What follows belongs to an exercise in optimizing a design on an open flow for small area and a short achievable clock period; a production flow would make more cautious choices. In this exercise RTL edits were held to simulation tests only and were not proved equivalent to the original. No activity file was given, so power comes from the tool's default toggle rates.

==> flow/design.v, too long to show whole: its modules and the start of the top module <==
// module conv3x3_pe: 636 lines
// module csa_fa: 10 lines
module conv3x3_pe #(
    parameter int SHIFT = 4,
    parameter int ACC_W = 21
) (
    input  logic         clk,
    input  logic         rst,
    input  logic [7:0]   p00,
    input  logic [7:0]   p01,
    input  logic [7:0]   p02,
    input  logic [7:0]   p10,
    input  logic [7:0]   p11,
    input  logic [7:0]   p12,
    input  logic [7:0]   p20,
    input  logic [7:0]   p21,
    input  logic [7:0]   p22,
    input  logic         window_valid,
    input  logic         w_load,
    input  logic [3:0]   w_idx,
    input  logic [7:0]   w_data,
    output logic [7:0]   out_pixel,
    output logic         out_valid,
    output logic [15:0]  out_count
);
  // ...
==> flow/flow/run.sh <==
#!/bin/bash
# Own flow: the standard layout (standard.sh: the standard synthesis and
# ORFS steps, unchanged), except that the port buffers buffer_ports inserts
# during global placement are plain buf_1 cells instead of the default pick.
set -euo pipefail
export BUFFER_PORTS_ARGS="-buffer_cell sky130_fd_sc_hd__buf_1"
bash standard.sh > standard_flow.log 2>&1
==> flow/standard.sh <==
#!/bin/bash
# synth_recipe.tcl (not shown) runs the flow's synth.tcl, then flattens the netlist and writes it again
# the make line also repeats each setting of config.mk as NAME=value (left out here)
make -C /OpenROAD-flow-scripts/flow DESIGN_CONFIG=/design/flow/config.mk WORK_HOME=/design/flow/orfs CLKGATE_MAP_FILE= SYNTH_SCRIPT=/design/flow/synth_recipe.tcl "${@:-finish}"
==> flow/config.mk <==
export PLATFORM = sky130hd
export DESIGN_NAME = conv3x3_pe
export DESIGN_NICKNAME = conv3x3_pe
export VERILOG_FILES = /design/flow/design.v
export SDC_FILE = /design/flow/constraint.sdc
export NUM_CORES = 4
export LEC_CHECK = 0
export ABC_CLOCK_PERIOD_IN_PS = 2000
export CAP_MARGIN = 20
export CORE_MARGIN = 2
export CORE_UTILIZATION = 40
export SETUP_SLACK_MARGIN = 1.8
export SLEW_MARGIN = 20
export SYNTH_HIERARCHICAL = 1
export SYNTH_MINIMUM_KEEP_SIZE = 0
==> flow/constraint.sdc <==
create_clock -name core_clock -period 5.5 [get_ports {clk}]
set_input_delay 1.1000 -clock core_clock [delete_from_list [all_inputs] [get_ports {clk}]]
set_output_delay 1.1000 -clock core_clock [all_outputs]
set_load 0.01 [all_outputs]
==> impl_metrics.env, run 1 <==
export IMPL_cts_clk_slew_worst_paths_ns=0.06
export IMPL_p_seq_share_pct=40.2
export IMPL_comb_power_uw=955
export IMPL_status="complete, no violations"
export IMPL_cts_tree="done"
export IMPL_power_leader="the clock network"
export IMPL_use_met1_pct=34.6
export IMPL_dp_cells=2823
export IMPL_synth_compound_area_share_pct=10.6
export IMPL_critPathMaxFanout=12
export IMPL_pre_cts_slack_ns=1.83
export IMPL_drtIter0Drc=1508
export IMPL_wl_met2_um=35800
export IMPL_drive_gt1_share_pct=4.92
export IMPL_clock_sinks=338
export IMPL_tightest_slew_ns=1.17
export IMPL_finalPower_uw=6780
export IMPL_end_kind="flop"
export IMPL_muxShareOfSynthArea_pct=3.11
export IMPL_dpl_hpwl_um=61800
export IMPL_setup_slack_ns=1.92
export IMPL_nMultiInputCombCells=1536
export IMPL_setup_worst_path_start="kb_q[2][5]"
export IMPL_hold_depth=1
export IMPL_clockBufferDepth=3
export IMPL_h_tree_depth=2
export IMPL_hold_class="reg2reg"
export IMPL_switchingPower_uw=1890
export IMPL_yosysMostFrequentCell="fa_1"
export IMPL_clkbuf_count=50
==> run 2: changes to the inputs <==
--- a/flow/config.mk
+++ b/flow/config.mk
@@ -10,4 +10,6 @@
 export CORE_MARGIN = 2
 export CORE_UTILIZATION = 40
+export CTS_CLUSTER_DIAMETER = 120
+export CTS_CLUSTER_SIZE = 20
 export SETUP_SLACK_MARGIN = 1.8
 export SLEW_MARGIN = 20
==> run 2 against run 1 <==
  * Routed wire length decreased by 1.0%
  * Synthesized area is the same
  * Clock-buffer cell count shrank 29
  * Combinational power about the same
==> impl_metrics.env, run 2 <==
export IMPL_pre_cts_slack_ns=1.83
export IMPL_power_density_nw_per_um2=213
export IMPL_rsz0062_at_grt="false"
export IMPL_grt_overflow_total=0
export IMPL_grt_max_degree=108
export IMPL_die_y_um=247
export IMPL_cp_required_ns=5.95
export IMPL_crit_slowest_cell="dfxtp_1"
export IMPL_drc=0
export IMPL_final_max_slew_viol_count=0
export IMPL_synth_avg_cell_area_um2=10.9
export IMPL_p_leak_uw=0.00931
export IMPL_reg2reg_slack_ns=1.94
export IMPL_dpl_hpwl_um=61800
export IMPL_synth_top_area_share_pct=32.3
export IMPL_clockBufferDepth=3
export IMPL_ios=113
export IMPL_drive_gt1_share_pct=2.64
export IMPL_numCtsBuffers=21
export IMPL_largest_reg_flops=108
export IMPL_period_needed_ns=3.56
export IMPL_wl_per_cell_um=27.1
export IMPL_reg_top3="kb_q (108), r2_q (87), px_q (72)"
export IMPL_ant_nets=0
export IMPL_synth_edf_count=0
export IMPL_syn_to_final_growth_pct=5.18
export IMPL_hold_slack_ns=0.448
export IMPL_rows=88
export IMPL_cts_tree="done"
export IMPL_path_cells="inv_1 -> fa_1 -> fa_1 -> fa_1 -> fa_1 -> fa_1 -> fa_1"
export IMPL_period_share_pct=64.7
export IMPL_hold_violations=0
export IMPL_h_tree_depth=1
export IMPL_yosysSeqAreaShare_pct=28.8
export IMPL_end_kind="flop"
export IMPL_fin_nets=2571
export IMPL_post_synth_top_area_cell="fa_1"
export IMPL_dieArea_um2=60800
export IMPL_status="complete, no violations"
export IMPL_root_buffer="clkbuf_16"
export IMPL_min_delay_start="v1_q"
export IMPL_die_w_um=247
export IMPL_synth_area_um2=23500
export IMPL_crit_top_cell="fa_1"
export IMPL_drtPass1Iterations=6
export IMPL_synthCells=2160
export IMPL_grt_pass1_vias=15600
export IMPL_initial_core_util_pct=40.6
export IMPL_yosysMostFrequentCell="fa_1"
export IMPL_core_area_um2=57900
export IMPL_vias=15600
export IMPL_post_cts_setup_buffers=0
export IMPL_n_antenna_cell=0
export IMPL_final_cell_mix="fa_1 (380), xnor2_1 (338), dfxtp_1 (332), a22oi_1 (252), nand2_1 (173)"
export IMPL_tightest_slew_ns=1.11
export IMPL_fillers=5591
export IMPL_arrival_ns=4.01
export IMPL_ff2ff_path_depth=7
export IMPL_fmax_mhz=281
export IMPL_vdd_ir_drop_worst_mv=0.226
export IMPL_cap_violations=0
export IMPL_portBuffers=112
export IMPL_grt_first_pass_wirelength_um=110000
export IMPL_holdPathEnd="v2_q"
export IMPL_maxSlewHeadroom_pct=25.6
export IMPL_groute_usage_overall_pct=25.4
export IMPL_synthTopCellsByCount="fa_1 (380), dfxtp_1 (338), xnor2_1 (338)"
export IMPL_fin_tns_setup_ns=0
export IMPL_drtIter0Drc=1464
export IMPL_cpPeakStageDelay_ns=0.78
export IMPL_ys_warnings_count=11
export IMPL_r2r_start="kb_q[8][5]"
export IMPL_final_common_cell="fa_1"
export IMPL_hold_depth=1
export IMPL_vias_per_cell=5.48
export IMPL_setup_slack_ns=1.94
export IMPL_clock_sinks=338
export IMPL_gp_congestion=0.979
export IMPL_finalClockSkew_ns=0.0261
export IMPL_critPathMaxFanout=12
export IMPL_netlist_top_cells_area="fa_1 (32%), dfxtp_1 (29%), xnor2_1 (13%)"
export IMPL_setup_viol=0
export IMPL_hold_class="reg2reg"
export IMPL_critPathLaunchType="flop"
export IMPL_antenna_found_initial=4
export IMPL_clock_latency_ns=0.58
export IMPL_wl_um=77100
export IMPL_path_class="reg2reg"
export IMPL_ys_types=35
export IMPL_yosys_register_bits=338
export IMPL_largest_register="kb_q"
export IMPL_cts_clk_slew_worst_paths_ns=0.09
export IMPL_multi_input_area_um2=15700
export IMPL_async_flop_share_pct=0
export IMPL_seq_area_um2=6770
export IMPL_r2r_end="r2_q[85]"
export IMPL_ys_flop_type="dfxtp_1"
-- run 2: cell counts after synthesis --
Identical to the previous run, type by type.
-- run 2: Yosys stat by module, one instance, submodules excluded --
module / area [um^2] / flops+latches / cells inside / times used
conv3x3_pe: 15900 / 338 / 1780 / 1
csa_fa: 20.0 / 0 / 1 / 380
-- run 2: power by group --
part	switching, uW	internal (uW)	leakage, uW
Sequential	163	2560	0.00277
Clock	901	695	0.000278
Combinational	533	420	0.00627
-- run 2: stage by stage --
step	area, um^2	utilization, %	power (uW)	std cells
2_1_floorplan	23500	-	3380	2163
3_3_place_gp	24200	41.7	3710	2823
3_5_place_dp	24200	41.7	3740	2823
4_1_cts	24700	42.7	5350	2848
5_1_grt	24700	42.7	5550	2848
6_report	24700	42.7	5270	2848
-- run 2: timing repair --
item,4_1_cts,5_1_grt
hold buffers,0,0
setup endpoints to repair,1,1
gates resized for setup,1,4
-- run 2: how the worst max path moves through the flow --
stage	start	to	slack, ns	cells after the start
4_1_cts	kb_q[3][5]	r2_q[85]	1.86	7
3_3_place_gp	kb_q[1][5]	r2_q[85]	1.90	7
2_1_floorplan	kb_q[0][5]	r2_q[85]	1.94	8
6_report	kb_q[8][5]	r2_q[85]	1.94	7
3_5_place_dp	kb_q[1][5]	r2_q[85]	1.83	7
5_1_grt	c11_q	out_pixel[0]	1.81	6
-- run 2: worst max-delay path: cells and delay by family, from the launching register on --
kind / cells / cell delay (ns)
flops: 1 / 0.78
buf+inv: 1 / 0.14
fa+ha+maj: 6 / 2.52
-- run 2: cells by family (layout without fill, tap and decap cells) --
logic type | after synthesis | after routing | share of synthesized area (%)
other cells | 1 | 4 | 0.0159
compound gates | 352 | 352 | 10.6
mux | 73 | 73 | 3.11
xor+xnor | 352 | 352 | 13.1
flops | 338 | 338 | 28.8
fa+ha+maj | 402 | 402 | 33.5
buf+inv | 289 | 209 | 4.65
simple gates | 353 | 353 | 6.27
-- run 2: final cells by class --
type                       count  share of cell area [%]
sequential                   338                    27.4
timing repair buffer         125                    2.16
inverter                      59                   0.895
tap                          765                    3.87
clock buffer                  21                    2.12
multi-input combinational   1536                    63.4
clock inverter                 4                   0.152
-- run 2: metal layers --
metal | share of wire [%] | global-route usage, % | routed length, um
met1 | 42 | 34.1 | 32400
met2 | 47 | 41.1 | 36000
met3 | 6.8 | 3.93 | 5260
met4 | 4.5 | 10.1 | 3460
met5 | 0.017 | 0 | 13
==> run 3: changes to the inputs <==
--- a/flow/config.mk
+++ b/flow/config.mk
@@ -12,5 +12,5 @@
 export CTS_CLUSTER_DIAMETER = 120
 export CTS_CLUSTER_SIZE = 20
-export SETUP_SLACK_MARGIN = 1.8
+export SETUP_SLACK_MARGIN = 2.4
 export SLEW_MARGIN = 20
 export SYNTH_HIERARCHICAL = 1
==> run 3 against run 2 <==
  * First-iteration DRC count grew 10%
  * Hold slack lost 0.0038 ns
  * Synthesized cell count is the same
  * Sequential cell count is the same
  * Clock-buffer cell count grew 2
  * Final cell count grew 3.0%
  * Final area grew 6.6%
  * Global-route usage grew 0.65 points
  * Fmax grew 11%
  * Sequential share of layout area shrank 0.41 points
  * Largest power group unchanged
==> impl_metrics.env, run 3 <==
export IMPL_holdPathEnd="v2_q"
export IMPL_arrival_ns=2.10
export IMPL_ys_warnings_count=11
export IMPL_drc=0
export IMPL_clock_latency_ns=0.57
export IMPL_portBuffers=112
export IMPL_n_antenna_cell=0
export IMPL_synth_xor_area_share_pct=13.1
export IMPL_antenna_found_initial=1
export IMPL_reg_top3="kb_q (108), r2_q (87), px_q (72)"
export IMPL_ant_nets=0
export IMPL_post_synth_top_area_cell="fa_1"
export IMPL_synth_edf_count=0
export IMPL_ys_types=35
export IMPL_ff2ff_path_depth=9
export IMPL_largest_register="kb_q"
export IMPL_synth_top_area_share_pct=32.3
export IMPL_die_w_um=247
export IMPL_synth_top_family_by_area="adder cells"
export IMPL_yosys_register_bits=338
export IMPL_synthTopCellsByCount="fa_1 (380), dfxtp_1 (338), xnor2_1 (338)"
export IMPL_grt_max_degree=168
export IMPL_dieArea_um2=60800
export IMPL_final_max_slew_viol_count=0
export IMPL_root_buffer="clkbuf_16"
export IMPL_syn_to_final_growth_pct=12.2
export IMPL_critPathMaxFanout=7
export IMPL_netlist_top_cells_area="fa_1 (32%), dfxtp_1 (29%), xnor2_1 (13%)"
export IMPL_grt_first_pass_wirelength_um=114000
export IMPL_synth_area_um2=23500
export IMPL_initial_core_util_pct=40.6
export IMPL_gp_congestion=0.984
export IMPL_synth_avg_cell_area_um2=10.9
export IMPL_hold_class="reg2reg"
export IMPL_yosysMostFrequentCell="fa_1"
export IMPL_h_tree_depth=1
export IMPL_power_density_nw_per_um2=212
export IMPL_setup_viol=0
export IMPL_status="complete, no violations"
export IMPL_fmax_mhz=312
export IMPL_async_flop_share_pct=0
export IMPL_core_area_um2=57900
export IMPL_groute_usage_overall_pct=26.1
export IMPL_rows=88
export IMPL_r2r_end="ht_q[0]"
export IMPL_path_class="reg2out"
export IMPL_largest_reg_flops=108
export IMPL_cts_hold_buf=0
export IMPL_clock_sinks=338
export IMPL_period_needed_ns=3.20
export IMPL_synth_compound_area_share_pct=10.6
export IMPL_die_y_um=247
export IMPL_synthAdderAreaFrac_pct=33.5
export IMPL_path_cells="buf_4 -> xor2_2 -> nor4_4 -> nor2_4 -> buf_12 -> mux2i_1 -> buf_2"
export IMPL_vias=16200
export IMPL_cp_required_ns=4.40
export IMPL_vdd_ir_drop_worst_mv=0.259
export IMPL_r2r_start="r2_q[33]"
export IMPL_wl_per_cell_um=26.8
export IMPL_ys_flop_type="dfxtp_1"
export IMPL_yosysSeqAreaShare_pct=28.8
export IMPL_final_cell_mix="fa_1 (327), xnor2_1 (315), a22oi_1 (248), nand2_1 (173), dfxtp_1 (149)"
export IMPL_synth_simple_gate_area_share_pct=6.27
export IMPL_ios=113
export IMPL_grt_overflow_total=0
export IMPL_synthCells=2160
export IMPL_drtPass1Iterations=6
export IMPL_hold_violations=0
export IMPL_critPathLaunchType="flop"
export IMPL_wl_um=78700
export IMPL_finalPower_uw=5600
export IMPL_cts_tree="done"
export IMPL_grt_pass1_vias=16400
export IMPL_vias_per_cell=5.54
export IMPL_hold_depth=1
export IMPL_clockBufferDepth=3
export IMPL_numCtsBuffers=21
export IMPL_p_leak_uw=0.0100
export IMPL_fin_tns_setup_ns=0
export IMPL_cap_violations=0
export IMPL_fin_nets=2656
export IMPL_dpl_hpwl_um=61500
export IMPL_muxShareOfSynthArea_pct=3.11
export IMPL_reg2reg_slack_ns=2.36
export IMPL_finalClockSkew_ns=0.0229
export IMPL_crit_slowest_cell="dfxtp_4"
export IMPL_min_delay_start="v1_q"
export IMPL_final_common_cell="fa_1"
export IMPL_cpPeakStageDelay_ns=0.37
export IMPL_cts_clk_slew_worst_paths_ns=0.09
export IMPL_period_share_pct=58.2
export IMPL_end_kind="output pin"
export IMPL_drtIter0Drc=1613
export IMPL_maxSlewHeadroom_pct=29.3
export IMPL_drive_gt1_share_pct=20.0
export IMPL_tightest_slew_ns=1.06
export IMPL_rsz0062_at_grt="true"
[run 3: cells by family (layout without fill, tap and decap cells)]
kind of cell	count (synthesis)	after routing
AOI/OAI and AO/OA	352	352
xor gates and xnor gates	352	352
adders and majority gates	402	402
buffers and inverters	289	295
DFF	338	338
muxes	73	73
other	1	4
and+or+nand+nor	353	353
[run 3: worst max-delay path by stage]
stage               start           end  slack, ns
2_1_floorplan  kb_q[0][8]      r2_q[85]       2.39
3_3_place_gp   kb_q[7][5]      r2_q[85]       1.92
3_5_place_dp   kb_q[7][5]      r2_q[85]       1.91
4_1_cts           ht_q[5]  out_pixel[1]       2.26
5_1_grt           ht_q[5]  out_pixel[3]       2.17
6_report          ht_q[4]  out_pixel[1]       2.30
[run 3: area by class of cell]
cell class                      count  area [um^2]
Clock buffer                       23          543
Tap cell                          765          957
Sequential cell                   338         7120
Timing Repair Buffer              210         1270
Clock inverter                      3         33.8
Multi-Input combinational cell   1536        16200
Fill cell                        5429        31500
Inverter                           59          221
[run 3: per-module statistics from Yosys (local to each module, per instance)]
module | flip-flops and latches | cells inside | copies in the design | cell area, um^2
conv3x3_pe | 338 | 1780 | 1 | 15900
csa_fa | 0 | 1 | 380 | 20.0
[run 3: critical path: cells and delay by family (launching register included)]
| family | cells | cell delay [ns] |
|---|---|---|
| flops | 1 | 0.37 |
| xor+xnor | 1 | 0.15 |
| buf+inv | 3 | 0.43 |
| simple gates | 2 | 0.42 |
| mux | 1 | 0.16 |
[run 3: stage by stage]
stage | setup slack [ns] | hold WS (ns) | util (%) | cell area, um^2 | cells
2_1_floorplan | 2.39 | 0.414 | - | 23700 | 2163
3_3_place_gp | 1.92 | 0.436 | 41.8 | 24200 | 2822
3_5_place_dp | 1.91 | 0.438 | 41.8 | 24200 | 2822
4_1_cts | 2.26 | 0.451 | 44.1 | 25500 | 2873
5_1_grt | 2.17 | 0.466 | 45.6 | 26400 | 2934
6_report | 2.30 | 0.444 | 45.6 | 26400 | 2934
[run 3: timing repair]
action | 4_1_cts | 5_1_grt
pin swaps | 19 | 31
gates cloned | 0 | 0
endpoints found under the setup margin | 85 | 54
buffers inserted | 25 | 61
gates resized for setup | 220 | 125
[run 3: power breakdown]
part           internal, uW  switching (uW)  total [uW]
Combinational           628             646        1270
Sequential             2550             168        2720
Clock                   712             896        1610
[run 3: metal layers]
| metal | vias up | part of all wire, % | GRT usage, % |
|---|---|---|---|
| met4 | 0 | 5.2 | 12.1 |
| met3 | 136 | 7.1 | 3.18 |
| met5 | - | 0 | 0 |
| met1 | 8351 | 41 | 35.2 |
| met2 | 737 | 46 | 41.8 |
| li1 | 7017 | - | - |
==> run 4: changes to the inputs <==
--- a/flow/config.mk
+++ b/flow/config.mk
@@ -12,5 +12,5 @@
 export CTS_CLUSTER_DIAMETER = 120
 export CTS_CLUSTER_SIZE = 20
-export SETUP_SLACK_MARGIN = 2.4
+export SETUP_SLACK_MARGIN = 2.1
 export SLEW_MARGIN = 20
 export SYNTH_HIERARCHICAL = 1
==> run 4 against run 3 <==
  * Still clean on timing, DRC and antenna
  * Hold slack barely moved
  * Final area down 5.6%
  * First-iteration DRC count rose by 4.6%
  * Setup slack lost 0.17 ns
  * Fmax is 5.1% lower
  * Critical path type is now reg2reg
  * Largest cell class unchanged
  * Largest power group unchanged
==> impl_metrics.env, run 4 <==
export IMPL_n_antenna_cell=0
export IMPL_finalPower_uw=5340
export IMPL_hold_class="reg2reg"
export IMPL_wl_met2_um=36000
export IMPL_holdPathEnd="v2_q"
export IMPL_grt_pass1_vias=16100
export IMPL_synth_avg_cell_area_um2=10.9
export IMPL_root_buffer="clkbuf_16"
export IMPL_wl_per_cell_um=27.1
export IMPL_critPathLaunchType="flop"
export IMPL_synth_area_um2=23500
export IMPL_ios=113
export IMPL_r2r_start="px_q[4][0]"
export IMPL_power_density_nw_per_um2=214
export IMPL_ys_warnings_count=11
export IMPL_routed_wl_met3_um=4810
export IMPL_clockBufferDepth=3
export IMPL_arrival_ns=3.75
export IMPL_numCtsBuffers=21
export IMPL_core_area_um2=57900
export IMPL_cts_hold_buf=0
export IMPL_antenna_found_initial=2
export IMPL_wl_um=77300
export IMPL_yosysMostFrequentCell="fa_1"
export IMPL_finalClockSkew_ns=0.0364
export IMPL_maxSlewHeadroom_pct=27.1
export IMPL_period_share_pct=61.4
export IMPL_netlist_top_cells_area="fa_1 (32%), dfxtp_1 (29%), xnor2_1 (13%)"
export IMPL_p_leak_uw=0.00937
export IMPL_syn_to_final_growth_pct=5.90
export IMPL_yosysSeqAreaShare_pct=28.8
export IMPL_final_max_slew_viol_count=0
export IMPL_post_synth_top_area_cell="fa_1"
export IMPL_synthTopCellsByCount="fa_1 (380), dfxtp_1 (338), xnor2_1 (338)"
export IMPL_cap_violations=0
export IMPL_tightest_slew_ns=1.09
export IMPL_drc=0
export IMPL_synthCells=2160
export IMPL_cts_tree="done"
export IMPL_path_class="reg2reg"
export IMPL_initial_core_util_pct=40.6
export IMPL_largest_register="kb_q"
export IMPL_yosys_register_bits=338
export IMPL_status="complete, no violations"
export IMPL_fin_tns_setup_ns=0
export IMPL_dpl_instance_area_um2=24200
export IMPL_drtIter0Drc=1687
export IMPL_clock_sinks=338
export IMPL_grt_max_degree=118
export IMPL_hold_depth=1
export IMPL_final_area_um2=24900
export IMPL_groute_usage_overall_pct=25.7
export IMPL_r2r_end="r2_q[8]"
export IMPL_h_tree_depth=1
export IMPL_synth_top_area_share_pct=32.3
export IMPL_dieArea_um2=60800
export IMPL_die_w_um=247
export IMPL_ys_types=35
export IMPL_drt_met1_wl_um=32900
export IMPL_cp_required_ns=5.88
export IMPL_fmax_mhz=296
export IMPL_fin_nets=2573
export IMPL_min_delay_start="v1_q"
export IMPL_synth_edf_count=0
export IMPL_end_kind="flop"
export IMPL_final_cell_mix="fa_1 (372), xnor2_1 (336), dfxtp_1 (305), a22oi_1 (252), nand2_1 (173)"
export IMPL_ff2ff_path_depth=6
export IMPL_vdd_ir_drop_worst_mv=0.220
export IMPL_ys_flop_type="dfxtp_1"
export IMPL_ant_nets=0
export IMPL_setup_viol=0
export IMPL_fillers=5530
export IMPL_dpl_hpwl_um=61900
export IMPL_period_needed_ns=3.38
export IMPL_vias=15800
export IMPL_critPathMaxFanout=8
export IMPL_grt_first_pass_wirelength_um=112000
export IMPL_vias_per_cell=5.54
export IMPL_hold_violations=0
export IMPL_reg2reg_slack_ns=2.12
export IMPL_hold_slack_ns=0.444
export IMPL_rsz0062_at_grt="false"
export IMPL_drtPass1Iterations=6
export IMPL_top_layer="met4"
export IMPL_final_common_cell="fa_1"
export IMPL_clock_latency_ns=0.56
export IMPL_grt_overflow_total=0
export IMPL_portBuffers=112
export IMPL_gp_congestion=1.00
export IMPL_async_flop_share_pct=0
export IMPL_fin_util_pct=43.0
export IMPL_drive_gt1_share_pct=4.80
export IMPL_rows=88
export IMPL_cts_clk_slew_worst_paths_ns=0.09
export IMPL_largest_reg_flops=108
export IMPL_reg_top3="kb_q (108), r2_q (87), px_q (72)"
export IMPL_die_y_um=247
run 4: cell types whose count changed in the layout (fill, tap and decap cells not counted), sizes merged:
cell and change:
buf -84, clkinv -1, bufinv +1
run 4: final cells by class:
type | count | area, um^2 | share of cell area, %
clock buffer | 22 | 529 | 2.12
clock inverter | 3 | 50.0 | 0.201
sequential | 338 | 6830 | 27.4
tap | 765 | 957 | 3.84
timing repair buffer | 127 | 551 | 2.21
multi-input combinational | 1536 | 15800 | 63.3
inverter | 59 | 221 | 0.889
run 4: per-stage QoR:
step	setup WS, ns	instances
6_report	2.12	2850
3_3_place_gp	1.88	2824
4_1_cts	2.09	2849
2_1_floorplan	2.11	2163
3_5_place_dp	1.84	2824
5_1_grt	2.11	2850
run 4: modules after synthesis (local to each module, per instance):
module	cells	flip-flops and latches	copies in the design
conv3x3_pe	1780	338	1
csa_fa	1	0	380
run 4: critical path, cell delays in order, from the launching register on:
cell     delay (ns)
dfxtp_1        0.58
a22oi_1        0.19
xnor2_1        0.34
fa_1           0.59
fa_1           0.47
fa_1           0.46
fa_1           0.56
run 4: worst max path at each step:
| stage | startpoint | end | slack [ns] | depth (start not counted) |
|---|---|---|---|---|
| 2_1_floorplan | kb_q[8][5] | r2_q[85] | 2.11 | 8 |
| 3_3_place_gp | kb_q[7][5] | r2_q[85] | 1.88 | 7 |
| 3_5_place_dp | kb_q[7][5] | r2_q[85] | 1.84 | 7 |
| 4_1_cts | kb_q[6][8] | r2_q[85] | 2.09 | 6 |
| 5_1_grt | kb_q[1][5] | r2_q[85] | 2.11 | 7 |
| 6_report | px_q[4][0] | r2_q[8] | 2.12 | 6 |
run 4: report_power, final:
| group | internal [uW] | switching [uW] | leakage (uW) |
|---|---|---|---|
| logic | 446 | 546 | 0.00630 |
| registers | 2560 | 164 | 0.00279 |
| clock network | 742 | 881 | 0.000285 |
| total | 3740 | 1590 | 0.00937 |
run 4: what timing repair did:
action                                  CTS  global route
endpoints found under the setup margin   35            26
resized for setup                        30            26
pin swaps                                 0             4
buffers inserted                          0             1
run 4: kinds of logic after synthesis:
logic type / Yosys count / share of synthesized area [%]
AOI/OAI and AO/OA: 352 / 10.6
xor gates and xnor gates: 352 / 13.1
adders and majority gates: 402 / 33.5
buffers and inverters: 289 / 4.65
DFF: 338 / 28.8
muxes: 73 / 3.11
other: 1 / 0.0159
and+or+nand+nor: 353 / 6.27
run 4: routing by layer:
| layer | global-route usage (%) | up-vias |
|---|---|---|
| met4 | 9.55 | 0 |
| li1 | - | 6854 |
| met2 | 41.9 | 685 |
| met5 | 0 | - |
| met1 | 35.4 | 8105 |
| met3 | 2.71 | 131 |
==> run 5: changes to the inputs <==
--- a/flow/config.mk
+++ b/flow/config.mk
@@ -9,7 +9,8 @@
 export CAP_MARGIN = 20
 export CORE_MARGIN = 2
-export CORE_UTILIZATION = 40
+export CORE_UTILIZATION = 65
 export CTS_CLUSTER_DIAMETER = 120
 export CTS_CLUSTER_SIZE = 20
+export PLACE_DENSITY = 0.8
 export SETUP_SLACK_MARGIN = 2.1
 export SLEW_MARGIN = 20
==> run 5 against run 4 <==
  * Total power is 1.2% lower
  * Setup slack better by 0.017 ns
  * Final cell count is 11% lower
  * Utilization is 26 points higher
  * Clock power is 6% lower
  * First-iteration DRC count is 12% higher
==> impl_metrics.env, run 5 <==
export IMPL_status="complete, no violations"
export IMPL_synth_area_um2=23500
export IMPL_synthTopCellsByCount="fa_1 (380), dfxtp_1 (338), xnor2_1 (338)"
export IMPL_ios=113
export IMPL_dpl_hpwl_um=56400
export IMPL_largest_register="kb_q"
export IMPL_post_synth_top_area_cell="fa_1"
export IMPL_p_leak_uw=0.00933
export IMPL_dp_cells=2521
export IMPL_portBuffers=112
export IMPL_die_w_um=194
export IMPL_clock_sinks=338
export IMPL_synth_edf_count=0
export IMPL_path_cells="inv_1 -> fa_1 -> fa_1 -> fa_1 -> fa_1 -> fa_1 -> fa_1"
export IMPL_ant_nets=0
export IMPL_gp_congestion=1.06
export IMPL_vias_per_cell=6.40
export IMPL_numCtsBuffers=20
export IMPL_crit_slowest_cell="dfxtp_2"
export IMPL_cap_violations=0
export IMPL_grt_first_pass_wirelength_um=106000
export IMPL_sw_frac_of_total_pct=29.4
export IMPL_power_frac_comb_pct=19.4
export IMPL_fmax_mhz=298
export IMPL_cts_clk_slew_worst_paths_ns=0.10
export IMPL_switchingPower_uw=1550
export IMPL_vias=16300
export IMPL_die_y_um=194
export IMPL_antenna_found_initial=2
export IMPL_hold_depth=1
export IMPL_core_area_um2=35600
export IMPL_critPathTopFamily="adder cells"
export IMPL_p_seq_share_pct=51.7
export IMPL_multi_input_area_um2=15700
export IMPL_maxSlewHeadroom_pct=23.2
export IMPL_groute_usage_overall_pct=38.3
export IMPL_pwr_share_clk_pct=28.9
export IMPL_synth_avg_cell_area_um2=10.9
export IMPL_rsz0062_at_grt="true"
export IMPL_tightest_slew_ns=1.15
export IMPL_clockBufferDepth=3
export IMPL_ys_types=35
export IMPL_r2r_start="kb_q[2][5]"
export IMPL_n_antenna_cell=0
export IMPL_reg2reg_slack_ns=2.14
export IMPL_clock_latency_ns=0.55
export IMPL_yosysMostFrequentCell="fa_1"
export IMPL_setup_viol=0
export IMPL_reg_top3="kb_q (108), r2_q (87), px_q (72)"
export IMPL_wl_um=71500
export IMPL_period_needed_ns=3.36
export IMPL_drc=0
export IMPL_seq_area_um2=6820
export IMPL_root_buffer="clkbuf_16"
export IMPL_cp_required_ns=5.94
export IMPL_largest_reg_flops=108
export IMPL_internal_power_uw=3720
export IMPL_fin_nets=2573
export IMPL_ff2ff_path_depth=7
export IMPL_dieArea_um2=37700
export IMPL_fillers=2699
export IMPL_period_share_pct=61.1
export IMPL_crit_cells=7
export IMPL_crit_top_cell="fa_1"
export IMPL_drtIter0Drc=1888
export IMPL_layout_cells_non_filler=2544
export IMPL_grt_overflow_total=0
export IMPL_finalClockSkew_ns=0.0295
export IMPL_rows=69
export IMPL_path_class="reg2reg"
export IMPL_critPathMaxFanout=12
export IMPL_drtPass1Iterations=6
export IMPL_initial_core_util_pct=66.1
export IMPL_fin_tns_setup_ns=0
export IMPL_timing_critical_path_buf_inv=1
export IMPL_final_common_cell="fa_1"
export IMPL_drive_gt1_share_pct=4.46
export IMPL_critPathLaunchType="flop"
export IMPL_vdd_ir_drop_worst_mv=0.342
export IMPL_grt_max_degree=62
export IMPL_holdPathEnd="v2_q"
export IMPL_synth_top_area_share_pct=32.3
export IMPL_min_delay_start="v1_q"
export IMPL_synthCells=2160
export IMPL_final_cell_mix="fa_1 (375), xnor2_1 (337), dfxtp_1 (305), a22oi_1 (252), nand2_1 (173)"
export IMPL_ys_warnings_count=11
export IMPL_netlist_top_cells_area="fa_1 (32%), dfxtp_1 (29%), xnor2_1 (13%)"
export IMPL_hold_slack_ns=0.452
export IMPL_end_kind="flop"
export IMPL_cpPeakStageDelay_ns=0.55
export IMPL_final_max_slew_viol_count=0
export IMPL_cts_tree="done"
export IMPL_grt_pass1_vias=16200
export IMPL_yosys_register_bits=338
export IMPL_async_flop_share_pct=0
export IMPL_h_tree_depth=1
export IMPL_hold_violations=0
export IMPL_arrival_ns=3.80
export IMPL_yosysSeqAreaShare_pct=28.8
export IMPL_syn_to_final_growth_pct=3.96
export IMPL_cts_hold_buf=0
export IMPL_power_density_nw_per_um2=216
export IMPL_wl_per_cell_um=28.1
export IMPL_hold_class="reg2reg"
export IMPL_r2r_end="r2_q[85]"
export IMPL_ys_flop_type="dfxtp_1"
run 5: changes by cell type in the layout (fill, tap and decap cells not counted), sizes merged:
cell    previous run  this run
buf              125       127
clkbuf            24        23
bufinv             1         0
inv               61        59
run 5: modules after synthesis (local to each module, per instance):
module      cells  copies in the design  flops+latches
csa_fa          1                   380              0
conv3x3_pe   1780                     1            338
run 5: per-stage QoR:
step / total power (uW) / instance area (um^2) / worst slack (ns) / util, %
after floorplan: 3380 / 23500 / 2.11 / -
after global placement: 3680 / 23800 / 1.95 / 66.9
after detailed placement: 3730 / 23800 / 1.91 / 66.9
after CTS: 5230 / 24400 / 2.05 / 68.5
after global routing: 5510 / 24500 / 2.09 / 68.8
final: 5270 / 24500 / 2.14 / 68.8
run 5: how the worst max path moves through the flow:
stage                from            to  slack, ns
5_1_grt           ht_q[8]  out_pixel[5]       2.09
6_report       kb_q[2][5]      r2_q[85]       2.14
3_5_place_dp   kb_q[1][5]      r2_q[85]       1.91
2_1_floorplan  kb_q[8][5]      r2_q[85]       2.11
3_3_place_gp   kb_q[6][5]      r2_q[85]       1.95
4_1_cts        kb_q[6][8]      r2_q[85]       2.05
run 5: logic make-up after synthesis:
logic type,count (synthesis),synth area share (%)
compound gates,352,10.6
xor+xnor,352,13.1
fa+ha+maj,402,33.5
buf+inv,289,4.65
flops,338,28.8
mux,73,3.11
other cells,1,0.0159
simple gates,353,6.27
run 5: power groups by stage:
| stage | combinational, uW | clock [uW] | sequential (uW) |
|---|---|---|---|
| after global placement | 912 | 0 | 2770 |
| after floorplan | 713 | 0 | 2670 |
| final | 1020 | 1520 | 2720 |
| after detailed placement | 953 | 0 | 2780 |
| after global routing | 1140 | 1630 | 2740 |
| after CTS | 965 | 1550 | 2720 |
run 5: what timing repair did:
action	4_1_cts	5_1_grt
setup endpoints to repair	25	33
setup buffers	0	1
pin swaps	2	2
gates resized for setup	23	24
run 5: final cells by class:
class                      count  area share, %
inverter                      59          0.906
sequential                   338           27.9
timing repair buffer         128           2.28
multi-input combinational   1536           64.4
clock buffer                  22           2.21
tap                          461           2.36
run 5: metal layers:
metal / global-route usage (%) / wire [um] / up-vias
li1: - / - / 6837
met1: 51.9 / 27400 / 8219
met2: 59.1 / 32000 / 1003
met3: 7.74 / 7190 / 223
met4: 19.6 / 4860 / 0
met5: 0 / 0 / -
run 5: worst reg2reg max path, cell delays in order, from the launching register on:
cell and delay, ns:
dfxtp_2 0.55, inv_1 0.10, fa_1 0.45, fa_1 0.48
fa_1 0.45, fa_1 0.39, fa_1 0.39, fa_1 0.43
==> run 6: changes to the inputs <==
--- a/flow/config.mk
+++ b/flow/config.mk
@@ -9,8 +9,8 @@
 export CAP_MARGIN = 20
 export CORE_MARGIN = 2
-export CORE_UTILIZATION = 65
+export CORE_UTILIZATION = 55
 export CTS_CLUSTER_DIAMETER = 120
 export CTS_CLUSTER_SIZE = 20
-export PLACE_DENSITY = 0.8
+export PLACE_DENSITY = 0.7
 export SETUP_SLACK_MARGIN = 2.1
 export SLEW_MARGIN = 20
==> run 6 against run 5 <==
  * Still clean
  * Total power down 0.46%
  * First-iteration DRC count up 3.9%
  * Sequential share of layout area down 0.11 points
  * Sequential power about the same
  * Largest power group unchanged
  * Highest routed layer unchanged
==> impl_metrics.env, run 6 <==
export IMPL_root_buffer="clkbuf_16"
export IMPL_gp_congestion=0.997
export IMPL_yosys_register_bits=338
export IMPL_critPathMaxFanout=2
export IMPL_drtPass1Iterations=6
export IMPL_grt_first_pass_wirelength_um=108000
export IMPL_setup_viol=0
export IMPL_fillers=3564
export IMPL_internal_power_uw=3700
export IMPL_grt_max_degree=65
export IMPL_core_area_um2=42000
export IMPL_final_common_cell="fa_1"
export IMPL_status="complete, no violations"
export IMPL_power_density_nw_per_um2=213
export IMPL_finalClockSkew_ns=0.0223
export IMPL_vdd_ir_drop_worst_mv=0.276
export IMPL_synthCells=2160
export IMPL_fin_util_pct=58.5
export IMPL_final_max_slew_viol_count=0
export IMPL_largest_register="kb_q"
export IMPL_die_y_um=211
export IMPL_n_antenna_cell=0
export IMPL_arrival_ns=3.74
export IMPL_drive_gt1_share_pct=4.70
export IMPL_post_synth_top_area_cell="fa_1"
export IMPL_power_frac_comb_pct=18.9
export IMPL_cts_hold_buf=0
export IMPL_cts_tree="done"
export IMPL_largest_reg_flops=108
export IMPL_die_w_um=211
export IMPL_fin_tns_setup_ns=0
export IMPL_min_delay_start="v1_q"
export IMPL_drt_met1_wl_um=30600
export IMPL_ff2ff_path_depth=10
export IMPL_r2r_start="r2_q[5]"
export IMPL_rows=75
export IMPL_maxSlewHeadroom_pct=25.0
export IMPL_synth_top_area_share_pct=32.3
export IMPL_yosysSeqAreaShare_pct=28.8
export IMPL_cap_violations=0
export IMPL_portBuffers=112
export IMPL_period_needed_ns=3.33
export IMPL_setup_slack_ns=2.17
export IMPL_netlist_top_cells_area="fa_1 (32%), dfxtp_1 (29%), xnor2_1 (13%)"
export IMPL_routed_wl_met3_um=5350
export IMPL_pwr_share_clk_pct=29.2
export IMPL_yosysMostFrequentCell="fa_1"
export IMPL_pre_cts_slack_ns=1.86
export IMPL_synth_avg_cell_area_um2=10.9
export IMPL_path_class="reg2reg"
export IMPL_final_cell_mix="fa_1 (372), xnor2_1 (337), dfxtp_1 (304), a22oi_1 (252), nand2_1 (173)"
export IMPL_groute_usage_overall_pct=34.0
export IMPL_dpl_hpwl_um=59600
export IMPL_p_leak_uw=0.00934
export IMPL_hold_slack_ns=0.446
export IMPL_fin_nets=2573
export IMPL_cp_required_ns=5.91
export IMPL_synth_edf_count=0
export IMPL_synthTopCellsByCount="fa_1 (380), dfxtp_1 (338), xnor2_1 (338)"
export IMPL_drc=0
export IMPL_holdPathEnd="v2_q"
export IMPL_hold_violations=0
export IMPL_hold_class="reg2reg"
export IMPL_wl_per_cell_um=28.1
export IMPL_ios=113
export IMPL_end_kind="flop"
export IMPL_dpl_instance_area_um2=23900
export IMPL_wl_um=73800
export IMPL_ant_nets=0
export IMPL_grt_overflow_total=0
export IMPL_period_share_pct=60.6
export IMPL_syn_to_final_growth_pct=4.48
export IMPL_p_seq_share_pct=51.8
export IMPL_vias=15900
export IMPL_numCtsBuffers=20
export IMPL_cts_clk_slew_worst_paths_ns=0.10
export IMPL_final_area_um2=24600
export IMPL_drtIter0Drc=1962
export IMPL_hold_depth=1
export IMPL_dieArea_um2=44400
export IMPL_critPathLaunchType="flop"
export IMPL_async_flop_share_pct=0
export IMPL_initial_core_util_pct=56.0
export IMPL_synth_area_um2=23500
export IMPL_clock_sinks=338
export IMPL_vias_per_cell=6.08
export IMPL_clockBufferDepth=3
export IMPL_sw_frac_of_total_pct=29.5
export IMPL_reg2reg_slack_ns=2.17
export IMPL_ys_warnings_count=11
export IMPL_ys_types=35
export IMPL_h_tree_depth=1
export IMPL_switchingPower_uw=1550
export IMPL_wl_met2_um=33900
export IMPL_grt_pass1_vias=16000
export IMPL_antenna_found_initial=0
export IMPL_rsz0062_at_grt="true"
export IMPL_fmax_mhz=300
export IMPL_top_layer="met4"
export IMPL_reg_top3="kb_q (108), r2_q (87), px_q (72)"
export IMPL_ys_flop_type="dfxtp_1"
export IMPL_tightest_slew_ns=1.12
export IMPL_r2r_end="c11_q"
export IMPL_clock_latency_ns=0.56
## run 6: layout make-up
class	instances	area, um^2	share of cell area (%)
clock buffer	22	539	2.19
timing repair buffer	128	552	2.25
inverter	59	221	0.901
tap	539	674	2.74
sequential	338	6820	27.8
multi-input combinational	1536	15800	64.2
## run 6: per-module statistics from Yosys (local to each module, per instance)
module	cells inside	area, um^2	times used
conv3x3_pe	1780	15900	1
csa_fa	1	20.0	380
## run 6: how the worst max path moves through the flow
stage / from / endpoint / slack (ns) / cells past startpoint
after floorplan: kb_q[8][5] / r2_q[85] / 2.11 / 8
after global placement: kb_q[7][5] / r2_q[85] / 1.91 / 7
after detailed placement: kb_q[7][5] / r2_q[85] / 1.86 / 7
after CTS: kb_q[6][8] / r2_q[85] / 2.05 / 6
after global routing: kb_q[5][5] / r2_q[85] / 2.06 / 7
final: r2_q[5] / c11_q / 2.17 / 10
## run 6: power groups by stage
| stage | Combinational [uW] | Clock (uW) | Sequential (uW) |
|---|---|---|---|
| floorplan | 713 | 0 | 2670 |
| global placement | 922 | 0 | 2770 |
| detailed placement | 949 | 0 | 2780 |
| CTS | 962 | 1560 | 2720 |
| global route | 1110 | 1660 | 2730 |
| finish | 994 | 1530 | 2720 |
## run 6: through the flow
| stage | cells | total power [uW] |
|---|---|---|
| 2_1_floorplan | 2163 | 3380 |
| 3_3_place_gp | 2599 | 3700 |
| 3_5_place_dp | 2599 | 3720 |
| 4_1_cts | 2621 | 5240 |
| 5_1_grt | 2622 | 5500 |
| 6_report | 2622 | 5250 |
## run 6: routing by layer
layer / vias to the layer above / track usage [%]
li1: 6836 / -
met1: 8173 / 47.8
met2: 781 / 53.6
met3: 148 / 4.06
met4: 0 / 14.8
met5: - / 0
## run 6: cells by family after synthesis
family,Yosys count,synth area share [%]
other cells,1,0.0159
flops,338,28.8
simple gates,353,6.27
compound gates,352,10.6
xor+xnor,352,13.1
mux,73,3.11
buf+inv,289,4.65
fa+ha+maj,402,33.5
## run 6: what timing repair did
action,4_1_cts,5_1_grt
endpoints found under the hold margin,0,0
setup endpoints to repair,22,26
cloned,0,0
gates resized for setup,29,29
buffers inserted,0,1
pin swaps,0,6
## run 6: worst max-delay path: stages, from the launching register on
cell,delay (ns)
dfxtp_1,0.33
fa_1,0.46
fa_2,0.51
fa_2,0.38
fa_2,0.35
fa_1,0.38
ha_2,0.21
ha_1,0.21
a21o_1,0.19
nand3_1,0.08
a21oi_1,0.07
==> run 7: changes to the inputs <==
--- a/flow/config.mk
+++ b/flow/config.mk
@@ -6,5 +6,5 @@
 export NUM_CORES = 4
 export LEC_CHECK = 0
-export ABC_CLOCK_PERIOD_IN_PS = 2000
+export ABC_AREA = 1
 export CAP_MARGIN = 20
 export CORE_MARGIN = 2
==> run 7 against run 6 <==
  * Critical path depth is 3 lower
  * Non-clock buffer count is 9 lower
  * First-iteration DRC count is 8.4% higher
  * Total power is 10% higher
  * Die area is 1.7% lower
  * Critical path type unchanged
  * Critical endpoint is now r2_q[8]
==> impl_metrics.env, run 7 <==
export IMPL_yosysMostFrequentCell="fa_1"
export IMPL_drc=0
export IMPL_syn_to_final_growth_pct=6.64
export IMPL_clock_latency_ns=0.57
export IMPL_finalPower_uw=5770
export IMPL_synthAdderAreaFrac_pct=34.1
export IMPL_ys_flop_type="dfxtp_1"
export IMPL_grt_max_degree=86
export IMPL_hold_violations=0
export IMPL_period_share_pct=61.0
export IMPL_gp_congestion=1.02
export IMPL_path_class="reg2reg"
export IMPL_switchingPower_uw=1880
export IMPL_final_max_slew_viol_count=0
export IMPL_vias=17000
export IMPL_synthCells=2217
export IMPL_cp_required_ns=5.92
export IMPL_critPathLaunchType="flop"
export IMPL_drtPass1Iterations=5
export IMPL_end_kind="flop"
export IMPL_largest_reg_flops=108
export IMPL_reg_top3="kb_q (108), r2_q (87), px_q (72)"
export IMPL_ant_nets=0
export IMPL_grt_overflow_total=0
export IMPL_cts_hold_buf=0
export IMPL_pwr_share_clk_pct=26.9
export IMPL_internal_power_uw=3900
export IMPL_yosysSeqAreaShare_pct=29.3
export IMPL_maxSlewHeadroom_pct=35.0
export IMPL_core_area_um2=41700
export IMPL_muxShareOfSynthArea_pct=0
export IMPL_fin_nets=2778
export IMPL_rsz0062_at_grt="true"
export IMPL_yosys_register_bits=338
export IMPL_sw_frac_of_total_pct=32.5
export IMPL_ys_types=39
export IMPL_cap_violations=0
export IMPL_crit_end="r2_q[8]"
export IMPL_async_flop_share_pct=0
export IMPL_antenna_found_initial=1
export IMPL_die_w_um=209
export IMPL_fmax_mhz=298
export IMPL_rows=75
export IMPL_wl_per_cell_um=27.3
export IMPL_period_needed_ns=3.36
export IMPL_p_leak_uw=0.0120
export IMPL_initial_core_util_pct=55.5
export IMPL_setup_viol=0
export IMPL_dpl_instance_area_um2=24000
export IMPL_cts_tree="done"
export IMPL_netlist_top_cells_area="fa_1 (33%), dfxtp_1 (29%), xor2_1 (12%)"
export IMPL_grt_pass1_vias=16900
export IMPL_synth_area_um2=23100
export IMPL_hold_class="reg2reg"
export IMPL_wl_um=77300
export IMPL_synth_edf_count=0
export IMPL_vdd_ir_drop_worst_mv=0.231
export IMPL_drtIter0Drc=2127
export IMPL_synth_avg_cell_area_um2=10.4
export IMPL_die_y_um=209
export IMPL_final_common_cell="fa_1"
export IMPL_post_synth_top_area_cell="fa_1"
export IMPL_clock_sinks=338
export IMPL_dieArea_um2=43700
export IMPL_synth_compound_area_share_pct=13.6
export IMPL_reg2reg_slack_ns=2.14
export IMPL_numCtsBuffers=20
export IMPL_synth_top_family_by_area="adder cells"
export IMPL_clockBufferDepth=3
export IMPL_vias_per_cell=6.00
export IMPL_power_density_nw_per_um2=234
export IMPL_r2r_start="px_q[5][0]"
export IMPL_synth_xor_area_share_pct=12.4
export IMPL_status="complete, no violations"
export IMPL_cts_clk_slew_worst_paths_ns=0.09
export IMPL_critPathMaxFanout=5
export IMPL_power_frac_comb_pct=26.6
export IMPL_groute_usage_overall_pct=35.9
export IMPL_post_cts_setup_buffers=0
export IMPL_synthTopCellsByCount="fa_1 (380), dfxtp_1 (338), xor2_1 (327)"
export IMPL_finalClockSkew_ns=0.0292
export IMPL_synth_simple_gate_area_share_pct=5.03
export IMPL_tightest_slew_ns=0.975
export IMPL_final_cell_mix="fa_1 (374), xor2_1 (326), dfxtp_1 (303), o22ai_1 (254), inv_1 (240)"
export IMPL_final_area_um2=24600
export IMPL_ff2ff_path_depth=7
export IMPL_drive_gt1_share_pct=5.24
export IMPL_ys_warnings_count=11
export IMPL_dpl_hpwl_um=64000
export IMPL_p_seq_share_pct=46.6
export IMPL_setup_worst_path_start="px_q[5][0]"
export IMPL_synth_top_area_share_pct=32.9
export IMPL_grt_first_pass_wirelength_um=112000
export IMPL_root_buffer="clkbuf_16"
export IMPL_ios=113
export IMPL_largest_register="kb_q"
export IMPL_r2r_end="r2_q[8]"
export IMPL_fin_tns_setup_ns=0
export IMPL_h_tree_depth=1
export IMPL_arrival_ns=3.77
export IMPL_portBuffers=112
[run 7: timing repair]
action / CTS / global route
endpoints found under the setup margin: 20 / 27
gates resized for setup: 27 / 32
cloned: 0 / 0
pin swaps: 0 / 1
[run 7: per-stage QoR]
stage / hold slack, ns / cells / utilization, % / worst slack, ns
global route: 0.449 / 2827 / 59.1 / 2.06
detailed placement: 0.419 / 2805 / 57.5 / 1.86
finish: 0.435 / 2828 / 59.1 / 2.14
floorplan: 0.388 / 2220 / - / 2.13
CTS: 0.440 / 2827 / 59.0 / 2.07
global placement: 0.398 / 2805 / 57.5 / 1.89
[run 7: cells by family after synthesis]
logic type / count (synthesis)
adders and majority gates: 402
other: 1
DFF: 338
buffers and inverters: 332
and+or+nand+nor: 255
AOI/OAI and AO/OA: 562
xor gates and xnor gates: 327
[run 7: worst min path at each step]
stage | from | end | slack (ns) | depth (start not counted)
final | v1_q | v2_q | 0.44 | 2
after global routing | v1_q | v2_q | 0.45 | 2
after CTS | v1_q | v2_q | 0.44 | 2
after detailed placement | v1_q | v2_q | 0.42 | 2
after global placement | v1_q | v2_q | 0.40 | 2
after floorplan | v1_q | v2_q | 0.39 | 2
[run 7: layout make-up]
type / instances / area, um^2
timing repair buffer: 119 / 490
tap: 539 / 674
clock buffer: 22 / 539
fill: 3565 / 17000
sequential: 338 / 6830
multi-input combinational: 1550 / 15100
inverter: 259 / 976
antenna: 1 / 2.50
[run 7: worst max-delay path, cell delays in order, from the launching register on]
cell	delay [ns]
dfxtp_1	0.44
inv_1	0.14
o22ai_1	0.17
xor2_1	0.51
fa_1	0.57
fa_1	0.42
fa_1	0.44
fa_1	0.52
[run 7: modules after synthesis (local to each module, per instance)]
| module | copies in the design | flops+latches |
|---|---|---|
| csa_fa | 380 | 0 |
| conv3x3_pe | 1 | 338 |
[run 7: power groups by stage]
stage | logic (uW) | registers [uW] | clock network [uW]
2_1_floorplan | 983 | 2710 | 0
3_3_place_gp | 1480 | 2740 | 0
3_5_place_dp | 1520 | 2750 | 0
4_1_cts | 1530 | 2690 | 1580
5_1_grt | 1700 | 2710 | 1640
6_report | 1540 | 2690 | 1550
[run 7: routing by layer]
metal	vias to the layer above	GRT usage, %	routed length [um]
li1	7391	-	-
met1	8521	50.0	31000
met2	894	56.2	35400
met3	156	5.40	7040
met4	2	16.0	3890
met5	-	0	18
==> run 8: changes to the inputs <==
--- a/flow/config.mk
+++ b/flow/config.mk
@@ -6,5 +6,5 @@
 export NUM_CORES = 4
 export LEC_CHECK = 0
-export ABC_AREA = 1
+export ABC_CLOCK_PERIOD_IN_PS = 2000
 export CAP_MARGIN = 20
 export CORE_MARGIN = 2
@@ -13,5 +13,5 @@
 export CTS_CLUSTER_SIZE = 20
 export PLACE_DENSITY = 0.7
-export SETUP_SLACK_MARGIN = 2.1
+export SETUP_SLACK_MARGIN = 2.3
 export SLEW_MARGIN = 20
 export SYNTH_HIERARCHICAL = 1
==> run 8 against run 7 <==
  * Still clean
  * Clock power is essentially flat
  * Global-route usage shrank 2.5 points
  * Synthesized area grew 1.8%
  * First-iteration DRC count shrank 10%
  * Sequential power is essentially flat
  * Sequential cell count is the same
  * Critical path depth shrank 1
  * Largest cell class unchanged
==> impl_metrics.env, run 8 <==
export IMPL_grt_first_pass_wirelength_um=107000
export IMPL_n_antenna_cell=0
export IMPL_fin_util_pct=59.7
export IMPL_period_share_pct=58.3
export IMPL_fin_tns_setup_ns=0
export IMPL_hold_slack_ns=0.445
export IMPL_maxSlewHeadroom_pct=23.3
export IMPL_drive_gt1_share_pct=11.6
export IMPL_synthTopCellsByCount="fa_1 (380), dfxtp_1 (338), xnor2_1 (338)"
export IMPL_cap_violations=0
export IMPL_gp_congestion=1.01
export IMPL_cts_hold_buf=0
export IMPL_portBuffers=112
export IMPL_antenna_found_initial=2
export IMPL_cts_tree="done"
export IMPL_rsz0062_at_grt="true"
export IMPL_setup_viol=0
export IMPL_numCtsBuffers=20
export IMPL_h_tree_depth=1
export IMPL_reg_top3="kb_q (108), r2_q (87), px_q (72)"
export IMPL_yosysSeqAreaShare_pct=28.8
export IMPL_status="complete, no violations"
export IMPL_ys_warnings_count=11
export IMPL_dpl_instance_area_um2=23900
export IMPL_critPathMaxFanout=8
export IMPL_core_area_um2=42000
export IMPL_rows=75
export IMPL_wl_per_cell_um=27.8
export IMPL_period_needed_ns=3.21
export IMPL_yosys_register_bits=338
export IMPL_final_area_um2=25100
export IMPL_root_buffer="clkbuf_16"
export IMPL_hold_class="reg2reg"
export IMPL_synth_area_um2=23500
export IMPL_largest_reg_flops=108
export IMPL_final_common_cell="fa_1"
export IMPL_ant_nets=0
export IMPL_cts_clk_slew_worst_paths_ns=0.08
export IMPL_die_y_um=211
export IMPL_fmax_mhz=312
export IMPL_synthCells=2160
export IMPL_finalClockSkew_ns=0.0290
export IMPL_fin_nets=2592
export IMPL_grt_pass1_vias=16000
export IMPL_die_w_um=211
export IMPL_dieArea_um2=44400
export IMPL_drtPass1Iterations=6
export IMPL_initial_core_util_pct=56.0
export IMPL_final_cell_mix="fa_1 (363), xnor2_1 (329), a22oi_1 (252), dfxtp_1 (208), nand2_1 (173)"
export IMPL_dpl_hpwl_um=57500
export IMPL_clockBufferDepth=3
export IMPL_path_class="reg2reg"
export IMPL_async_flop_share_pct=0
export IMPL_wl_um=73300
export IMPL_grt_overflow_total=0
export IMPL_post_synth_top_area_cell="fa_1"
export IMPL_clock_latency_ns=0.57
export IMPL_p_leak_uw=0.00957
export IMPL_yosysMostFrequentCell="fa_1"
export IMPL_power_density_nw_per_um2=212
export IMPL_vdd_ir_drop_worst_mv=0.220
export IMPL_arrival_ns=3.64
export IMPL_fillers=3497
export IMPL_vias=16000
export IMPL_synth_edf_count=0
export IMPL_tightest_slew_ns=1.15
export IMPL_clock_sinks=338
export IMPL_ys_flop_type="dfxtp_1"
export IMPL_ios=113
export IMPL_critPathLaunchType="flop"
export IMPL_synth_avg_cell_area_um2=10.9
export IMPL_netlist_top_cells_area="fa_1 (32%), dfxtp_1 (29%), xnor2_1 (13%)"
export IMPL_vias_per_cell=6.08
export IMPL_groute_usage_overall_pct=33.4
export IMPL_drc=0
export IMPL_final_max_slew_viol_count=0
export IMPL_drtIter0Drc=1904
export IMPL_synth_top_area_share_pct=32.3
export IMPL_hold_violations=0
export IMPL_grt_max_degree=104
export IMPL_largest_register="kb_q"
export IMPL_syn_to_final_growth_pct=6.73
export IMPL_cp_required_ns=5.93
export IMPL_ys_types=35
export IMPL_end_kind="flop"
[run 8: final timing paths]
check             start  endpoint  slack, ns  cells after the start
max          px_q[6][6]  r2_q[40]       2.29                      6
max reg2reg  px_q[6][6]  r2_q[40]       2.29                      6
min                v1_q      v2_q       0.44                      1
min reg2reg        v1_q      v2_q       0.44                      1
[run 8: area by class of cell]
type	instances	area, um^2	share of cell area [%]
Multi-Input combinational cell	1536	15900	63.5
Sequential cell	338	7010	27.9
Timing Repair Buffer	147	728	2.90
Tap cell	539	674	2.69
Clock buffer	22	539	2.15
Inverter	59	221	0.882
[run 8: repair_timing]
action                                  CTS  global route
endpoints found under the setup margin   69            42
gates resized for setup                 101           114
pin swaps                                 6             8
setup buffers                             3            20
[run 8: cell families (layout without fill, tap and decap cells)]
kind of cell / count (synthesis) / after routing / synth area share (%)
xor+xnor: 352 / 352 / 13.1
flops: 338 / 338 / 28.8
mux: 73 / 73 / 3.11
fa+ha+maj: 402 / 402 / 33.5
compound gates: 352 / 352 / 10.6
buf+inv: 289 / 228 / 4.65
simple gates: 353 / 353 / 6.27
other cells: 1 / 4 / 0.0159
[run 8: worst max-delay path: stages (launching register included)]
cell	delay, ns
dfxtp_1	0.57
a22oi_1	0.17
xnor2_1	0.38
fa_1	0.53
fa_1	0.51
fa_1	0.41
fa_1	0.50
[run 8: metal layers]
metal  up-vias  global-route usage (%)  share of wire [%]
li1       6882                       -                  -
met1      8219                    45.7                 40
met2       769                    53.0                 46
met3       174                    4.82                8.4
met4         2                    15.4                5.7
met5         -                       0              0.016
[run 8: per-stage QoR]
step | power (uW) | setup slack [ns] | std cells
2_1_floorplan | 3380 | 2.28 | 2163
3_3_place_gp | 3690 | 1.97 | 2596
3_5_place_dp | 3720 | 1.93 | 2596
4_1_cts | 5330 | 2.26 | 2621
5_1_grt | 5570 | 2.20 | 2641
6_report | 5320 | 2.29 | 2641
[run 8: where the power goes]
| group | leakage, uW | internal, uW | switching, uW | total [uW] |
|---|---|---|---|---|
| clock network | 0.000266 | 694 | 862 | 1560 |
| logic | 0.00648 | 489 | 555 | 1040 |
| registers | 0.00282 | 2550 | 167 | 2720 |
| total | 0.00957 | 3740 | 1580 | 5320 |
[run 8: per-module statistics from Yosys (local to each module, per instance)]
| module | copies in the design | flops+latches |
|---|---|---|
| conv3x3_pe | 1 | 338 |
| csa_fa | 380 | 0 |
==> run 9: changes to the inputs <==
--- a/flow/config.mk
+++ b/flow/config.mk
@@ -9,8 +9,8 @@
 export CAP_MARGIN = 20
 export CORE_MARGIN = 2
-export CORE_UTILIZATION = 55
-export CTS_CLUSTER_DIAMETER = 120
-export CTS_CLUSTER_SIZE = 20
-export PLACE_DENSITY = 0.7
+export CORE_UTILIZATION = 65
+export CTS_CLUSTER_DIAMETER = 130
+export CTS_CLUSTER_SIZE = 24
+export PLACE_DENSITY = 0.8
 export SETUP_SLACK_MARGIN = 2.3
 export SLEW_MARGIN = 20
==> run 9 against run 8 <==
  * Die area fell by 15%
  * First-iteration DRC count fell by 8.4%
  * Sequential cell count did not move
  * Setup slack got worse by 0.013 ns
  * Synthesized area did not move
  * Clock power fell by 6%
  * Utilization rose by 11 points
  * Combinational power rose by 8%
  * Final area fell by 0.11%
  * Non-clock buffer count rose by 13
  * Highest routed layer is now met4
==> impl_metrics.env, run 9 <==
export IMPL_groute_usage_overall_pct=39.4
export IMPL_antenna_found_initial=0
export IMPL_ant_nets=0
export IMPL_fmax_mhz=310
export IMPL_rows=69
export IMPL_final_area_um2=25100
export IMPL_grt_max_degree=83
export IMPL_period_needed_ns=3.22
export IMPL_largest_reg_flops=108
export IMPL_clock_sinks=338
export IMPL_dpl_instance_area_um2=23800
export IMPL_portBuffers=112
export IMPL_path_class="reg2reg"
export IMPL_final_common_cell="fa_1"
export IMPL_cts_clk_slew_worst_paths_ns=0.10
export IMPL_critPathLaunchType="flop"
export IMPL_min_delay_start="v1_q"
export IMPL_numCtsBuffers=18
export IMPL_setup_slack_ns=2.28
export IMPL_drtIter0Drc=1745
export IMPL_maxSlewHeadroom_pct=17.8
export IMPL_drtPass1Iterations=5
export IMPL_die_y_um=194
export IMPL_wl_per_cell_um=28.6
export IMPL_finalClockSkew_ns=0.0368
export IMPL_fin_nets=2603
export IMPL_drive_gt1_share_pct=12.3
export IMPL_grt_first_pass_wirelength_um=108000
export IMPL_r2r_start="r2_q[14]"
export IMPL_ff2ff_path_depth=9
export IMPL_vdd_ir_drop_worst_mv=0.365
export IMPL_end_kind="flop"
export IMPL_dieArea_um2=37700
export IMPL_dpl_hpwl_um=58300
export IMPL_rsz0062_at_grt="true"
export IMPL_ys_types=35
export IMPL_ys_flop_type="dfxtp_1"
export IMPL_cp_required_ns=5.96
export IMPL_ios=113
export IMPL_setup_viol=0
export IMPL_die_w_um=194
export IMPL_h_tree_depth=1
export IMPL_synthTopCellsByCount="fa_1 (380), dfxtp_1 (338), xnor2_1 (338)"
export IMPL_reg_top3="kb_q (108), r2_q (87), px_q (72)"
export IMPL_vias_per_cell=6.35
export IMPL_hold_depth=1
export IMPL_status="complete, no violations"
export IMPL_synth_avg_cell_area_um2=10.9
export IMPL_yosys_register_bits=338
export IMPL_cts_tree="done"
export IMPL_post_synth_top_area_cell="fa_1"
export IMPL_grt_pass1_vias=16200
export IMPL_core_area_um2=35600
export IMPL_period_share_pct=58.6
export IMPL_async_flop_share_pct=0
export IMPL_vias=16300
export IMPL_p_leak_uw=0.00958
export IMPL_clockBufferDepth=3
export IMPL_r2r_end="c11_q"
export IMPL_synth_area_um2=23500
export IMPL_tightest_slew_ns=1.23
export IMPL_final_max_slew_viol_count=0
export IMPL_clock_latency_ns=0.56
export IMPL_fin_tns_setup_ns=0
export IMPL_gp_congestion=1.02
export IMPL_cap_violations=0
export IMPL_root_buffer="clkbuf_16"
export IMPL_fin_util_pct=70.5
export IMPL_finalPower_uw=5310
export IMPL_hold_class="reg2reg"
export IMPL_holdPathEnd="v2_q"
export IMPL_final_cell_mix="fa_1 (359), xnor2_1 (332), a22oi_1 (251), dfxtp_1 (203), nand2_1 (173)"
export IMPL_yosysSeqAreaShare_pct=28.8
export IMPL_pre_cts_slack_ns=1.94
export IMPL_syn_to_final_growth_pct=6.61
export IMPL_grt_overflow_total=0
export IMPL_largest_register="kb_q"
export IMPL_fillers=2637
export IMPL_netlist_top_cells_area="fa_1 (32%), dfxtp_1 (29%), xnor2_1 (13%)"
export IMPL_power_density_nw_per_um2=212
export IMPL_initial_core_util_pct=66.1
export IMPL_synth_edf_count=0
export IMPL_ys_warnings_count=11
export IMPL_n_antenna_cell=0
export IMPL_reg2reg_slack_ns=2.28
export IMPL_critPathMaxFanout=2
export IMPL_wl_um=73700
export IMPL_arrival_ns=3.68
export IMPL_hold_violations=0
export IMPL_synthCells=2160
export IMPL_yosysMostFrequentCell="fa_1"
export IMPL_synth_top_area_share_pct=32.3
export IMPL_drc=0
[run 9: cell counts after synthesis]
No cell type changed its count.
[run 9: worst max-delay path, cell delays in order, from the launching register on]
cell and delay, ns:
dfxtp_2 0.34, fa_2 0.40, fa_2 0.43, fa_1 0.47, fa_2 0.35, fa_2 0.60, ha_4 0.16, a21o_1 0.15
nand3_1 0.09, a21oi_1 0.17
[run 9: metrics by stage]
stage	hold WS [ns]	std cells
floorplan	0.414	2163
global placement	0.427	2522
detailed placement	0.431	2522
CTS	0.447	2543
global route	0.451	2574
finish	0.446	2574
[run 9: what timing repair did]
item,CTS,global route
endpoints found under the hold margin,0,0
hold buffers,0,0
buffers inserted,1,31
setup endpoints to repair,71,50
resized for setup,100,129
gates cloned,0,0
pin swaps,10,16
[run 9: final cells by class]
| type | instances | area [um^2] | share of cell area [%] |
|---|---|---|---|
| clock buffer | 19 | 475 | 1.90 |
| timing repair buffer | 160 | 815 | 3.25 |
| multi-input combinational | 1536 | 15900 | 63.5 |
| clock inverter | 1 | 30.0 | 0.120 |
| inverter | 59 | 221 | 0.883 |
| sequential | 338 | 7020 | 28.0 |
| tap | 461 | 577 | 2.30 |
[run 9: kinds of logic after synthesis]
family | count (synthesis) | share of synthesized area [%]
compound gates | 352 | 10.6
xor+xnor | 352 | 13.1
fa+ha+maj | 402 | 33.5
buf+inv | 289 | 4.65
flops | 338 | 28.8
mux | 73 | 3.11
other cells | 1 | 0.0159
simple gates | 353 | 6.27
[run 9: layer usage]
| layer | track usage (%) | wire, um |
|---|---|---|
| met1 | 53.8 | 28500 |
| met2 | 60.2 | 33100 |
| met3 | 7.46 | 7370 |
| met4 | 20.7 | 4730 |
| met5 | 0 | 0 |
[run 9: modules after synthesis, one instance, submodules excluded]
module | cells inside | times used
conv3x3_pe | 1780 | 1
csa_fa | 1 | 380
[run 9: power breakdown]
group | internal [uW] | switching, uW
clock network | 631 | 842
logic | 519 | 605
registers | 2550 | 166
total | 3700 | 1610
[run 9: worst max-delay path by stage]
stage | from | end | slack, ns | cells after the start
final | r2_q[14] | c11_q | 2.28 | 9
after global routing | r2_q[14] | lo_q[6] | 2.16 | 10
after CTS | r2_q[14] | lo_q[6] | 2.29 | 10
after detailed placement | kb_q[1][5] | r2_q[85] | 1.94 | 7
after global placement | kb_q[1][5] | r2_q[85] | 1.98 | 7
after floorplan | kb_q[2][8] | r2_q[85] | 2.28 | 7

[port drivers added, routing unchanged]
No port has a modelled driver above. Below, the same layouts with a new extraction and two added sets of constraints.
Step 1 (the two cells are an assumption about what drives the block):
set clk [get_ports {clk}]
set_driving_cell -lib_cell sky130_fd_sc_hd__clkbuf_16 $clk
set_driving_cell -lib_cell sky130_fd_sc_hd__buf_2 [delete_from_list [all_inputs] $clk]
Step 2 adds t to the input delays and takes it off the output delays; t is the mean of the earliest and latest rising clock arrival at the registers after step 1. Input paths then give back, and output paths get back, about the clock's delay inside the block.
Slacks: ideal / step 1 / step 2; pairs: ideal / step 1.
run | t (ns) | slack for setup (ns) | slew at the worst register clock pin (ns)
run 1 | 0.643 | 1.918 / 1.918 / 1.918 | 0.07 / 0.07
run 2 | 0.626 | 1.941 / 1.916 / 1.941 | 0.10 / 0.10
run 3 | 0.617 | 2.298 / 2.238 / 2.362 | 0.10 / 0.10
run 4 | 0.607 | 2.125 / 2.125 / 2.125 | 0.10 / 0.10
run 5 | 0.594 | 2.142 / 2.142 / 2.142 | 0.10 / 0.10
run 6 | 0.610 | 2.167 / 2.167 / 2.167 | 0.10 / 0.10
run 7 | 0.617 | 2.143 / 2.143 / 2.143 | 0.11 / 0.11
run 8 | 0.611 | 2.292 / 2.254 / 2.292 | 0.10 / 0.10
run 9 | 0.599 | 2.279 / 2.229 / 2.279 | 0.11 / 0.11
After both steps every run listed still meets setup and hold.
